This design comes from an exercise in tuning for a short achievable clock period and few clock cycles on the open sky130 flow, not from production work.
Function was checked by simulation only, so behaviour that the tests miss may differ from the original.
The clock cells of this run come from the design's own scripts or RTL, not from TritonCTS.
The clock input has no modelled driver; a real chip could not lean on it and would need a root buffer or a full tree.
Power is estimated from default activity; no workload was simulated.

===== design/flow/config.mk =====
export PLATFORM = sky130hd
export DESIGN_NAME = cpu_core
export DESIGN_NICKNAME = cpu_core
export VERILOG_FILES = /design/flow/design.v
export SDC_FILE = /design/flow/constraint.sdc
export NUM_CORES = 4
export LEC_CHECK = 0
export ABC_CLOCK_PERIOD_IN_PS = 1500
export CAP_MARGIN = 20
export CORE_MARGIN = 2
export CORE_UTILIZATION = 50
export SETUP_SLACK_MARGIN = 4.0
export SLEW_MARGIN = 20

===== design/flow/constraint.sdc =====
create_clock -name core_clock -period 6.0 [get_ports {clk_i}]
set_input_delay 1.2000 -clock core_clock [delete_from_list [all_inputs] [get_ports {clk_i}]]
set_output_delay 1.2000 -clock core_clock [all_outputs]
set_load 0.01 [all_outputs]

===== design/flow/design.v =====
package cpu_pkg;
  typedef logic [15:0] word_t;      
  typedef logic [15:0] instr_t;
  typedef logic [3:0]  reg_addr_t;
  typedef logic [15:0] imm_t;       
  typedef enum logic [3:0] {
    OP_NOP  = 4'd0,
    OP_ADD  = 4'd1,
    OP_SUB  = 4'd2,
    OP_AND  = 4'd3,
    OP_OR   = 4'd4,
    OP_XOR  = 4'd5,
    OP_MOVI = 4'd6,
    OP_ADDI = 4'd7,
    OP_B    = 4'd8
  } opcode_e;
  typedef enum logic {
    FWD_REG = 1'b0,   
    FWD_WB  = 1'b1    
  } fwd_sel_e;
  localparam word_t RESET_PC = 16'h0000;
  localparam int    NUM_REGS = 16;
endpackage
`timescale 1ns/1ns
module cpu_core #(
  parameter int NUM_REGS = cpu_pkg::NUM_REGS
) (
  input  logic               clk_i,
  input  logic               reset_2_r,
  input  cpu_pkg::instr_t    instr_i,
  output cpu_pkg::word_t     pc_o,
  output logic               wb_valid_o,
  output cpu_pkg::reg_addr_t wb_rd_o,
  output cpu_pkg::word_t     wb_data_o
);
  localparam int NF = 8;    
  logic [15:0]   pc_q;      
  logic [15:0]   pco_q;     
  logic [15:0]   pcc_q;     
  logic [15:0]   f_next;
  logic          d_redir;   
  logic [15:0]   d_tgt;
  assign pc_o = pco_q;
  logic [NF-1:0] fv_q;
  logic [15:0]   fkey_q [NF];
  logic [15:0]   fkm1_q [NF];   
  logic [15:0]   ftgt_q [NF];
  logic          fh_q;          
  logic [15:0]   ff_q;          
  logic [NF-1:0] m_inc, m_fold, m_next;
  logic [NF-1:0] f_repl;        
  logic [15:0]   ff_next;
  always_comb begin
    for (int i = 0; i < NF; i++) begin
      m_inc[i]  = fv_q[i] && (fkm1_q[i] == pcc_q);
      m_fold[i] = fv_q[i] && (fkey_q[i] == ff_q);
    end
    m_next  = (d_redir ? '0 : fh_q ? m_fold : m_inc) & ~f_repl;
    ff_next = '0;
    for (int i = 0; i < NF; i++) begin
      ff_next = ff_next | (m_next[i] ? ftgt_q[i] : 16'h0000);
    end
  end
  always_comb begin
    if (d_redir)   f_next = d_tgt;
    else if (fh_q) f_next = ff_q;
    else           f_next = pc_q + 16'd1;
  end
  always_ff @(posedge clk_i or posedge reset_2_r) begin
    if (reset_2_r) begin
      pc_q <= cpu_pkg::RESET_PC;
      fh_q <= 1'b0;
    end else begin
      pc_q <= f_next;
      fh_q <= |m_next;
    end
  end
  always_ff @(posedge clk_i) begin
    pco_q <= reset_2_r ? cpu_pkg::RESET_PC : f_next;
  end
  always_ff @(posedge clk_i) begin
    pcc_q <= f_next;
    ff_q  <= ff_next;
  end
  logic        ir_v;
  logic [15:0] ir_q;
  logic [15:0] ir_pc;
  logic [8:0]  ir_tlo;    
  logic        ir_wr, ir_isb, ir_movi, ir_addi, ir_sub, ir_and, ir_or, ir_xor;
  logic        ir_usea, ir_useb;
  logic [3:0]  ir_ra;
  logic [3:0]  f_op;
  assign f_op = instr_i[15:12];
  always_ff @(posedge clk_i or posedge reset_2_r) begin
    if (reset_2_r) ir_v <= 1'b0;
    else           ir_v <= !d_redir;
  end
  always_ff @(posedge clk_i) begin
    ir_q    <= instr_i;
    ir_pc   <= pc_q;
    ir_tlo  <= {1'b0, pc_q[7:0]} + {1'b0, instr_i[7:0]};
    ir_wr   <= (f_op >= 4'd1) && (f_op <= 4'd7);
    ir_isb  <= (f_op == 4'd8);
    ir_movi <= (f_op == 4'd6);
    ir_addi <= (f_op == 4'd7);
    ir_sub  <= (f_op == 4'd2);
    ir_and  <= (f_op == 4'd3);
    ir_or   <= (f_op == 4'd4);
    ir_xor  <= (f_op == 4'd5);
    ir_usea <= (f_op >= 4'd1) && (f_op <= 4'd5) || (f_op == 4'd7);
    ir_useb <= (f_op >= 4'd1) && (f_op <= 4'd5);
    ir_ra   <= (f_op == 4'd7) ? instr_i[11:8] : instr_i[7:4];
  end
  logic       d_wr, d_movi, d_addi, d_sub, d_usea, d_useb;
  logic [3:0] d_rd, d_rm, d_ra;
  assign d_wr    = ir_v && ir_wr;
  assign d_movi  = ir_movi;
  assign d_addi  = ir_addi;
  assign d_sub   = ir_sub;
  assign d_usea  = ir_usea;
  assign d_useb  = ir_useb;
  assign d_rd    = ir_q[11:8];
  assign d_rm    = ir_q[3:0];
  assign d_ra    = ir_ra;
  assign d_redir = ir_v && ir_isb;
  assign d_tgt   = {ir_pc[15:8] + {{4{ir_q[11]}}, ir_q[11:8]} + {7'd0, ir_tlo[8]},
                    ir_tlo[7:0]};
  logic [15:0] lw_pc;
  logic        lw_v, gap_q;
  logic [2:0]  fptr_q;    
  logic        al_q;
  logic [15:0] al_key, al_tgt;
  always_ff @(posedge clk_i or posedge reset_2_r) begin
    if (reset_2_r) begin
      lw_v   <= 1'b0;
      gap_q  <= 1'b0;
      al_q   <= 1'b0;
      fptr_q <= '0;
      fv_q   <= '0;
    end else begin
      if (d_wr) begin
        lw_v  <= 1'b1;
        gap_q <= 1'b0;
      end else if (ir_v) begin
        gap_q <= 1'b1;
      end
      al_q <= d_wr && lw_v && gap_q;
      if (al_q) begin
        fv_q[fptr_q] <= 1'b1;
        fptr_q       <= fptr_q + 1'b1;
      end
    end
  end
  always_comb begin
    f_repl = '0;
    if (al_q) f_repl[fptr_q] = 1'b1;
  end
  always_ff @(posedge clk_i) begin
    if (d_wr) lw_pc <= ir_pc;
    al_key <= lw_pc;
    al_tgt <= ir_pc;
    if (al_q) begin
      fkey_q[fptr_q] <= al_key;
      fkm1_q[fptr_q] <= al_key - 16'd1;
      ftgt_q[fptr_q] <= al_tgt;
    end
  end
  localparam int SW = 4;           
  localparam int NS = 16 / SW;     
  logic [SW-1:0]       rf_q [NS][NUM_REGS];
  logic [NUM_REGS-1:0] rv_q [NS];
  logic [NS-1:0] x_wr, x_movi, x_addi, x_sub, x_and, x_or, x_xor, x_fa, x_fb, x_c;
  logic [3:0]    x_rd [NS];
  logic [3:0]    x_ra [NS];
  logic [3:0]    x_rb [NS];
  logic [7:0]    x_imm [NS];
  logic [SW-1:0] x_a [NS];
  logic [SW-1:0] x_b [NS];
  logic [SW-1:0] r_q [NS];
  logic [NS-1:0] w_wr;
  logic [3:0]    w_rd [NS];
  logic [SW-1:0] s_a [NS];
  logic [SW-1:0] s_b [NS];
  logic [SW-1:0] s_res [NS];
  logic [NS-1:0] s_co;
  logic [3:0]    g_ra [NS];      
  logic [3:0]    g_rb [NS];
  logic [NS-1:0] g_movi, g_addi;
  logic [7:0]    g_imm [NS];
  logic [SW-1:0] g_a [NS];       
  logic [SW-1:0] g_b [NS];
  always_comb begin
    g_ra[0]   = d_ra;
    g_rb[0]   = d_rm;
    g_movi[0] = d_movi;
    g_addi[0] = d_addi;
    g_imm[0]  = ir_q[7:0];
    for (int s = 1; s < NS; s++) begin
      g_ra[s]   = x_ra[s-1];
      g_rb[s]   = x_rb[s-1];
      g_movi[s] = x_movi[s-1];
      g_addi[s] = x_addi[s-1];
      g_imm[s]  = x_imm[s-1];
    end
  end
  for (genvar s = 0; s < NS; s++) begin : g_rd
    logic [SW-1:0] ra_v, rb_v;
    logic [15:0]   imm_z;
    assign ra_v  = (w_wr[s] && (w_rd[s] == g_ra[s])) ? r_q[s] :
                   rv_q[s][g_ra[s]] ? rf_q[s][g_ra[s]] : '0;
    assign rb_v  = (w_wr[s] && (w_rd[s] == g_rb[s])) ? r_q[s] :
                   rv_q[s][g_rb[s]] ? rf_q[s][g_rb[s]] : '0;
    assign imm_z = {8'h00, g_imm[s]};
    assign g_a[s] = g_movi[s] ? '0 : ra_v;
    assign g_b[s] = (g_movi[s] || g_addi[s]) ? imm_z[s*SW +: SW] : rb_v;
  end
  always_ff @(posedge clk_i or posedge reset_2_r) begin
    if (reset_2_r) begin
      x_wr <= '0;
      w_wr <= '0;
      for (int s = 0; s < NS; s++) rv_q[s] <= '0;
    end else begin
      x_wr <= {x_wr[NS-2:0], d_wr};
      w_wr <= x_wr;
      for (int s = 0; s < NS; s++) begin
        if (w_wr[s]) rv_q[s][w_rd[s]] <= 1'b1;
      end
    end
  end
  always_ff @(posedge clk_i) begin
    x_rd[0]   <= d_rd;
    x_ra[0]   <= d_ra;
    x_rb[0]   <= d_rm;
    x_imm[0]  <= ir_q[7:0];
    x_movi[0] <= d_movi;
    x_addi[0] <= d_addi;
    x_sub[0]  <= d_sub;
    x_and[0]  <= ir_and;
    x_or[0]   <= ir_or;
    x_xor[0]  <= ir_xor;
    x_fa[0]   <= x_wr[0] && (x_rd[0] == d_ra) && d_usea;
    x_fb[0]   <= x_wr[0] && (x_rd[0] == d_rm) && d_useb;
    x_c[0]    <= d_sub;
    x_a[0]    <= g_a[0];
    x_b[0]    <= g_b[0];
    for (int s = 1; s < NS; s++) begin
      x_rd[s]   <= x_rd[s-1];
      x_ra[s]   <= x_ra[s-1];
      x_rb[s]   <= x_rb[s-1];
      x_imm[s]  <= x_imm[s-1];
      x_movi[s] <= x_movi[s-1];
      x_addi[s] <= x_addi[s-1];
      x_sub[s]  <= x_sub[s-1];
      x_and[s]  <= x_and[s-1];
      x_or[s]   <= x_or[s-1];
      x_xor[s]  <= x_xor[s-1];
      x_fa[s]   <= x_fa[s-1];
      x_fb[s]   <= x_fb[s-1];
      x_c[s]    <= s_co[s-1];
      x_a[s]    <= g_a[s];
      x_b[s]    <= g_b[s];
    end
    for (int s = 0; s < NS; s++) begin
      r_q[s]  <= s_res[s];
      w_rd[s] <= x_rd[s];
      if (w_wr[s]) rf_q[s][w_rd[s]] <= r_q[s];
    end
  end
  always_comb begin
    for (int s = 0; s < NS; s++) begin
      logic [SW:0] sum;
      s_a[s] = x_fa[s] ? r_q[s] : x_a[s];
      s_b[s] = (x_fb[s] ? r_q[s] : x_b[s]) ^ {SW{x_sub[s]}};
      sum    = {1'b0, s_a[s]} + {1'b0, s_b[s]} + {{SW{1'b0}}, x_c[s]};
      s_co[s] = sum[SW];
      if (x_and[s])      s_res[s] = s_a[s] & s_b[s];
      else if (x_or[s])  s_res[s] = s_a[s] | s_b[s];
      else if (x_xor[s]) s_res[s] = s_a[s] ^ s_b[s];
      else               s_res[s] = sum[SW-1:0];
    end
  end
  logic [SW-1:0] hold_q [NS][NS];    
  logic [15:0]   x_word;
  always_ff @(posedge clk_i) begin
    for (int s = 0; s < NS; s++) begin
      hold_q[s][0] <= r_q[s];
      for (int k = 1; k < NS; k++) hold_q[s][k] <= hold_q[s][k-1];
    end
  end
  always_comb begin
    x_word[(NS-1)*SW +: SW] = s_res[NS-1];
    if (NS > 1) x_word[(NS-2)*SW +: SW] = r_q[NS-2];
    for (int s = 0; s < NS - 2; s++) x_word[s*SW +: SW] = hold_q[s][NS-3-s];
  end
  logic        w_valid;
  logic [3:0]  w_rd_o;
  logic [15:0] w_data;
  always_ff @(posedge clk_i) begin
    w_valid <= !reset_2_r && x_wr[NS-1];
    w_rd_o  <= x_wr[NS-1] ? x_rd[NS-1] : 4'h0;
    w_data  <= x_wr[NS-1] ? x_word : 16'h0000;
  end
  assign wb_valid_o = w_valid;
  assign wb_rd_o    = w_rd_o;
  assign wb_data_o  = w_data;
endmodule

===== design/flow/flow/run.sh =====
#!/bin/bash
# Standard synthesis, then the standard layout with a two-level clock tree
# put in place after CTS (flow/post_cts.tcl). Each step logs to its own file.
set -euo pipefail
HERE=$(pwd)
bash standard.sh synth > synth.log 2>&1
bash standard.sh POST_CTS_TCL=$HERE/flow/post_cts.tcl finish > layout.log 2>&1

===== design/flow/flow/manual_cts.tcl =====
proc mcts_centroid { its } {
  set sx 0; set sy 0; set n 0
  foreach it $its {
    set bb [[$it getInst] getBBox]
    set sx [expr {$sx + ([$bb xMin] + [$bb xMax]) / 2.0}]
    set sy [expr {$sy + ([$bb yMin] + [$bb yMax]) / 2.0}]
    incr n
  }
  return [list [expr {int($sx / $n)}] [expr {int($sy / $n)}]]
}

proc mcts_xy { it } {
  set bb [[$it getInst] getBBox]
  return [list [expr {([$bb xMin] + [$bb xMax]) / 2}] [expr {([$bb yMin] + [$bb yMax]) / 2}]]
}

# split a list of iterms in two halves along the wider axis
proc mcts_split { its {frac 0.5} } {
  set xs {}; set ys {}
  foreach it $its { lassign [mcts_xy $it] x y; lappend xs $x; lappend ys $y }
  set w [expr {[tcl::mathfunc::max {*}$xs] - [tcl::mathfunc::min {*}$xs]}]
  set h [expr {[tcl::mathfunc::max {*}$ys] - [tcl::mathfunc::min {*}$ys]}]
  set idx [expr {$w >= $h ? 0 : 1}]
  set keyed {}
  foreach it $its { lappend keyed [list [lindex [mcts_xy $it] $idx] $it] }
  set sorted [lsort -integer -index 0 $keyed]
  set half [expr {int(round([llength $sorted] * $frac))}]
  set a {}; set b {}
  set i 0
  foreach e $sorted {
    if {$i < $half} { lappend a [lindex $e 1] } else { lappend b [lindex $e 1] }
    incr i
  }
  return [list $a $b]
}

proc mcts_clusters { its maxn } {
  set n [llength $its]
  if {$n <= $maxn} { return [list $its] }
  set k [expr {($n + $maxn - 1) / $maxn}]
  set k1 [expr {$k / 2}]
  lassign [mcts_split $its [expr {double($k1) / $k}]] a b
  return [concat [mcts_clusters $a $maxn] [mcts_clusters $b $maxn]]
}

proc mcts_build { port_name buf_master leaf_max nroots } {
  set db [ord::get_db]
  set block [ord::get_db_block]
  set master [$db findMaster $buf_master]
  set bterm [$block findBTerm $port_name]
  set clknet [$bterm getNet]
  # the registers' clock pins, wherever the clock tree built so far put them
  set sinks {}
  foreach inst [$block getInsts] {
    set mname [[$inst getMaster] getName]
    if {![string match "*__*df*" $mname]} { continue }
    set it [$inst findITerm CLK]
    if {$it eq "NULL" || $it eq ""} { continue }
    lappend sinks $it
  }
  puts "mcts: [llength $sinks] register clock pins"
  # remove the clock tree built so far: every cell on a clock net that is not
  # a register, and every clock net but the port's
  set old_insts {}
  set old_nets {}
  foreach net [$block getNets] {
    if {[$net getSigType] ne "CLOCK"} { continue }
    if {$net ne $clknet} { lappend old_nets $net }
    foreach it [$net getITerms] {
      set inst [$it getInst]
      if {![string match "*__*df*" [[$inst getMaster] getName]]} {
        lappend old_insts $inst
      }
    }
  }
  foreach it $sinks { $it disconnect }
  set old_insts [lsort -unique $old_insts]
  foreach inst $old_insts {
    foreach it [$inst getITerms] { if {[$it getNet] ne "NULL"} { $it disconnect } }
  }
  foreach inst $old_insts { odb::dbInst_destroy $inst }
  foreach net $old_nets { odb::dbNet_destroy $net }
  puts "mcts: removed [llength $old_insts] clock-tree cells and [llength $old_nets] nets"
  foreach it [$clknet getITerms] { $it disconnect }
  # root groups
  set groups [list $sinks]
  while {[llength $groups] < $nroots} {
    set ng {}
    foreach g $groups { lassign [mcts_split $g] a b; lappend ng $a $b }
    set groups $ng
  }
  set r 0; set l 0
  foreach g $groups {
    set clusters [mcts_clusters $g $leaf_max]
    set rnet [odb::dbNet_create $block "mcts_root_${r}_net"]
    $rnet setSigType CLOCK
    set leafpos {}
    foreach c $clusters {
      set lnet [odb::dbNet_create $block "mcts_leaf_${l}_net"]
      $lnet setSigType CLOCK
      set linst [odb::dbInst_create $block $master "mcts_leaf_${l}"]
      lassign [mcts_centroid $c] cx cy
      $linst setLocation $cx $cy
      $linst setPlacementStatus PLACED
      [$linst findITerm A] connect $rnet
      [$linst findITerm X] connect $lnet
      foreach it $c { $it connect $lnet }
      lappend leafpos [list $cx $cy]
      incr l
    }
    set sx 0; set sy 0
    foreach p $leafpos { set sx [expr {$sx + [lindex $p 0]}]; set sy [expr {$sy + [lindex $p 1]}] }
    set n [llength $leafpos]
    set rinst [odb::dbInst_create $block $master "mcts_root_${r}"]
    $rinst setLocation [expr {int($sx / $n)}] [expr {int($sy / $n)}]
    $rinst setPlacementStatus PLACED
    [$rinst findITerm A] connect $clknet
    [$rinst findITerm X] connect $rnet
    puts "mcts: root $r drives [llength $clusters] leaves"
    incr r
  }
}

===== design/flow/flow/post_cts.tcl =====
# Replace the clock tree from clock_tree_synthesis with a two-level one (see
# manual_cts.tcl), then legalize and repair timing on it.
source [file dirname [info script]]/manual_cts.tcl
mcts_build clk_i sky130_fd_sc_hd__clkbuf_16 24 4
set_propagated_clock [all_clocks]
detailed_placement
estimate_parasitics -placement
report_clock_latency
repair_timing_helper
detailed_placement
check_placement -verbose
estimate_parasitics -placement
report_clock_latency
report_tns
report_wns

===== design/flow/standard.sh =====
#!/bin/bash
# synth_recipe.tcl (not shown) runs the flow's synth.tcl, then flattens the netlist and writes it again
# the make line also repeats each setting of config.mk as NAME=value (left out here)
make -C /OpenROAD-flow-scripts/flow DESIGN_CONFIG=/design/flow/config.mk WORK_HOME=/design/flow/orfs CLKGATE_MAP_FILE= SYNTH_SCRIPT=/design/flow/synth_recipe.tcl "${@:-finish}"

==> notes.md <==
==> flip-flops by register name, indices dropped and copies added (netlist names), 12 cells and up <==
signal  flops
rf_q      256
fkey_q    128
fkm1_q    128
ftgt_q    128
rv_q       64
al_key     16
al_tgt     16
ff_q       16
ir_pc      16
lw_pc      16
pc_q       16
pcc_q      16
pco_q      16
r_q        16
w_data     16
x_a        16
x_b        16
x_rd       16
hold_q     12
ir_q       12
x_ra       12
==> metrics by stage <==
stage / instance area [µm²] / setup slack [ns]
finish: 49900 / 3.57
floorplan: 43600 / 3.52
global route: 49900 / 3.48
detailed placement: 45000 / 2.49
global placement: 45000 / 2.52
==> cell type report <==
cell class,instances,area [µm²],area share (%)
multi-input combinational,1536,15500,31.0
inverter,105,438,0.877
tap,1144,1430,2.87
timing repair buffer,251,2950,5.91
antenna,2,5.00,0.0100
sequential,1050,28400,57.0
buffer,48,1200,2.41
timing repair inverter,1,8.76,0.0175
==> power breakdown <==
group | switching [mW] | internal (mW)
registers | 1.32 | 9.25
clock network | 2.08 | 1.43
logic | 2.23 | 2.04
==> per-layer routing <==
metal	wire, µm	up-vias
li1	-	10764
met1	48800	12844
met2	54000	1007
met3	8410	148
met4	2530	4
met5	22	-
==> synthesized netlist by cell type, types with 4 or more instances <==
cell	n	area share, %
sky130_fd_sc_hd__nor2_1	124	1.1
sky130_fd_sc_hd__a22oi_1	33	0.57
sky130_fd_sc_hd__buf_2	38	0.44
sky130_fd_sc_hd__nand2_1	132	1.1
sky130_fd_sc_hd__inv_1	104	0.90
sky130_fd_sc_hd__nor4_1	39	0.56
sky130_fd_sc_hd__o21ai_0	56	0.65
sky130_fd_sc_hd__mux2i_1	36	0.83
sky130_fd_sc_hd__and3_1	11	0.16
sky130_fd_sc_hd__buf_4	6	0.10
sky130_fd_sc_hd__or4_4	4	0.10
sky130_fd_sc_hd__mux4_2	198	10
sky130_fd_sc_hd__o21ai_1	4	0.046
sky130_fd_sc_hd__clkbuf_1	64	0.56
sky130_fd_sc_hd__a211oi_1	6	0.10
sky130_fd_sc_hd__and2_1	39	0.56
sky130_fd_sc_hd__xor2_1	199	4.0
sky130_fd_sc_hd__nand3_1	42	0.49
sky130_fd_sc_hd__nand4_1	34	0.49
sky130_fd_sc_hd__a21oi_1	38	0.44
sky130_fd_sc_hd__a41oi_1	4	0.081
sky130_fd_sc_hd__or2_2	6	0.087
sky130_fd_sc_hd__a222oi_1	16	0.37
sky130_fd_sc_hd__o2111ai_1	18	0.36
sky130_fd_sc_hd__nor3_1	68	0.79
sky130_fd_sc_hd__a31oi_1	16	0.23
sky130_fd_sc_hd__buf_6	9	0.23
sky130_fd_sc_hd__buf_1	17	0.15
sky130_fd_sc_hd__nor3b_1	4	0.069
sky130_fd_sc_hd__nand2b_1	26	0.38
sky130_fd_sc_hd__xnor2_1	164	3.3
sky130_fd_sc_hd__mux2_2	12	0.31
sky130_fd_sc_hd__dfxtp_1	293	14
sky130_fd_sc_hd__nand3_2	4	0.093
sky130_fd_sc_hd__ha_1	76	2.2
sky130_fd_sc_hd__nor2b_1	8	0.12
sky130_fd_sc_hd__a21o_1	68	1.2
sky130_fd_sc_hd__edfxtp_1	656	46
sky130_fd_sc_hd__fa_1	10	0.46
sky130_fd_sc_hd__o211ai_1	5	0.087
sky130_fd_sc_hd__dfrtp_1	101	5.8
==> path summary, 6_finish.rpt <==
check / start / end / cells after the start
max: fkm1_q[6][15] / ff_q[12] / 9
min: hold_q[0][1] / hold_q[1][1] / 0
max reg2reg: fkm1_q[6][15] / ff_q[12] / 9
min reg2reg: hold_q[0][1] / hold_q[1][1] / 0
max in group asynchronous: reset_2_r / w_wr[2] / 3
min in group asynchronous: reset_2_r / rv_q[3][3] / 2
==> layout by cell type (no fill, tap or decap), types with 27 or more instances in the layout <==
cell and instances:
sky130_fd_sc_hd__xor2_1 188, sky130_fd_sc_hd__dfxtp_4 69, sky130_fd_sc_hd__edfxtp_1 656, sky130_fd_sc_hd__a21o_1 68, sky130_fd_sc_hd__mux4_2 198, sky130_fd_sc_hd__dfxtp_2 56
sky130_fd_sc_hd__xnor2_1 152, sky130_fd_sc_hd__ha_1 65, sky130_fd_sc_hd__buf_4 116, sky130_fd_sc_hd__nor3_1 42, sky130_fd_sc_hd__inv_1 88, sky130_fd_sc_hd__buf_6 45
sky130_fd_sc_hd__clkbuf_16 55, sky130_fd_sc_hd__a21oi_1 30, sky130_fd_sc_hd__nand3_1 31, sky130_fd_sc_hd__nor2_1 108, sky130_fd_sc_hd__and2_1 38, sky130_fd_sc_hd__nand4_1 34
sky130_fd_sc_hd__buf_12 37, sky130_fd_sc_hd__nand2_1 129, sky130_fd_sc_hd__o21ai_1 27, sky130_fd_sc_hd__dfrtp_1 87, sky130_fd_sc_hd__dfxtp_1 168
==> logic make-up (layout without fill, tap and decap cells) <==
family | Yosys count | in the layout | share of synthesized area (%)
other cells | 0 | 2 | 0
simple gates | 550 | 551 | 6.28
xor+xnor | 365 | 365 | 7.45
fa+ha+maj | 86 | 86 | 2.66
flops | 1050 | 1050 | 65.0
mux | 246 | 246 | 11.5
buf+inv | 240 | 405 | 2.43
compound gates | 288 | 288 | 4.75
==> flow_summary.ini <==
[power_and_ir_drop]
worst_vdd_ir_mv = 0.223
cellLeakagePower_nw = 17.6
powerDensity_mw_per_mm2 = 367
power.total_mw = 18.3

[setup_path]
path_buf_inv = 2
cp-start-kind = flip-flop
critPathKind = reg2reg
cpMaxStageDelayCell = sky130_fd_sc_hd__or4_4
critical_path_arrival_ns = 2.77
path_cells = xor2_1 > nor4_2 > nand3_1 > or4_4 > a211oi_4 > buf_6 > clkbuf_16 > a22oi_1 > o2111ai_1
setup.worst_path.end_class = flip-flop
cp_max_fo = 8
cell_family_with_most_cp_delay = simple AND/OR/NAND/NOR gates
crit_required_ns = 6.34
crit_path_max_incr_delay_ns = 0.49
r2r_slack_ns = 3.57

[floorplanning]
io_pins = 55
die_h_um = 298
die_width_um = 298
fp.dieArea_mm2 = 0.0888
design.core.area_mm2 = 0.0854
site_row_count = 107
floorplan.initialDensity_pct = 50.6

[grt]
grt_antenna_before_repair = 8
grt_util_met2_pct = 40.9
grt_max_degree = 49
first_global_vias = 25382
overflow_left_after_global_routing = 0
use_met1_pct = 36.6
grt_usage_pct = 25.3
gr-max-usage-layer = met2
grt_first_pass_wirelength_um = 168000
gr-usage-met3_pct = 3.64

[drt]
remaining_drc_errors = 0
via_per_inst = 5.99
ant_nets = 0
vias = 24767
routedWlPerCell_um = 27.5
drt_pass1_iterations = 6
wirelength_um = 114000
detail_route.iter0.violations = 2722

[sta]
post-route-min-period_ns = 2.43
rsz0062_at_grt = yes
finalCritPeriodShare_pct = 40.6
max_slew.worst_pin.slew_ns = 0.861
slew_headroom_pct = 42.5
timing.final.setup_violations = 0
fin_skew_ns = 0.0260
setup-tns-final_ns = 0
slew_violations = 0
report.final.hold_viol_count = 0
max_clock_freq_ghz = 0.411
fin_hold_ws_ns = 0.334

[placement]
io_port_bufs = 54
placed_cells_incl_taps = 3914
globalplace.congestion = 0.845
dp_hpwl_um = 71800

[synth]
fraction_of_registers_with_async_set_or_reset_after_synthesis_pct = 9.62
postSynthNetCount = 2929
synth-seq-cells = 1050
post_synthesis_instance_total = 2825
yosys_most_used_dff = sky130_fd_sc_hd__edfxtp_1
synth.yosys.seq_area_share_pct = 65.0
yosys_warnings = 19
synth_edf_count = 656
mappedNetlistArea_mm2 = 0.0432
postSynthAreaPerCell_um2 = 15.3
post_synth_num_cell_types = 62

[layout]
finalNetCount = 3097
num-fill-cells = 6490
drive_above_1_share_pct = 29.2
final_core_density_pct = 58.5
synthToLayoutAreaGrowth_pct = 15.5
post_layout_nonfiller_instances = 4137

[worst_hold_path]
timing.hold.worst.class = reg2reg

[clock_tree]
cts.clk_slew.worst_paths_ns = 0.09
clock_insertion_delay_worst_skew_ns = 0.43
clkSinkCount = 1050

[run_status]
status = timing/DRC/antenna clean

[job]
drv_cap = 0
Testbench counts, summed over its fixed seeds: cycles 10,376.

## port drivers added, routing unchanged
How much do the figures lean on ideal ports? The routed layout below was timed once more, with nothing changed but the port constraints.
Step 1, drivers: a clkbuf_16 drives clk_i and a buf_2 each remaining input, both assumed.
Step 2, shift: input delay + t, output delay - t, t = (earliest + latest rising clock arrival at the registers) / 2. This alone moves slack from input paths to output paths.
Three values: ideal, step 1, step 2; two values: the first two.
shift t [ns]: 0.567
setup slack, ns: 3.565 / 3.565 / 3.328
latest minus earliest clock arrival (ns): 0.031 / 0.029
pins driven straight from the clock port: 4
After both steps setup and hold are still met in this run. The setup slack of this run moves by 0.000 ns with the drivers and by -0.237 ns with both steps.
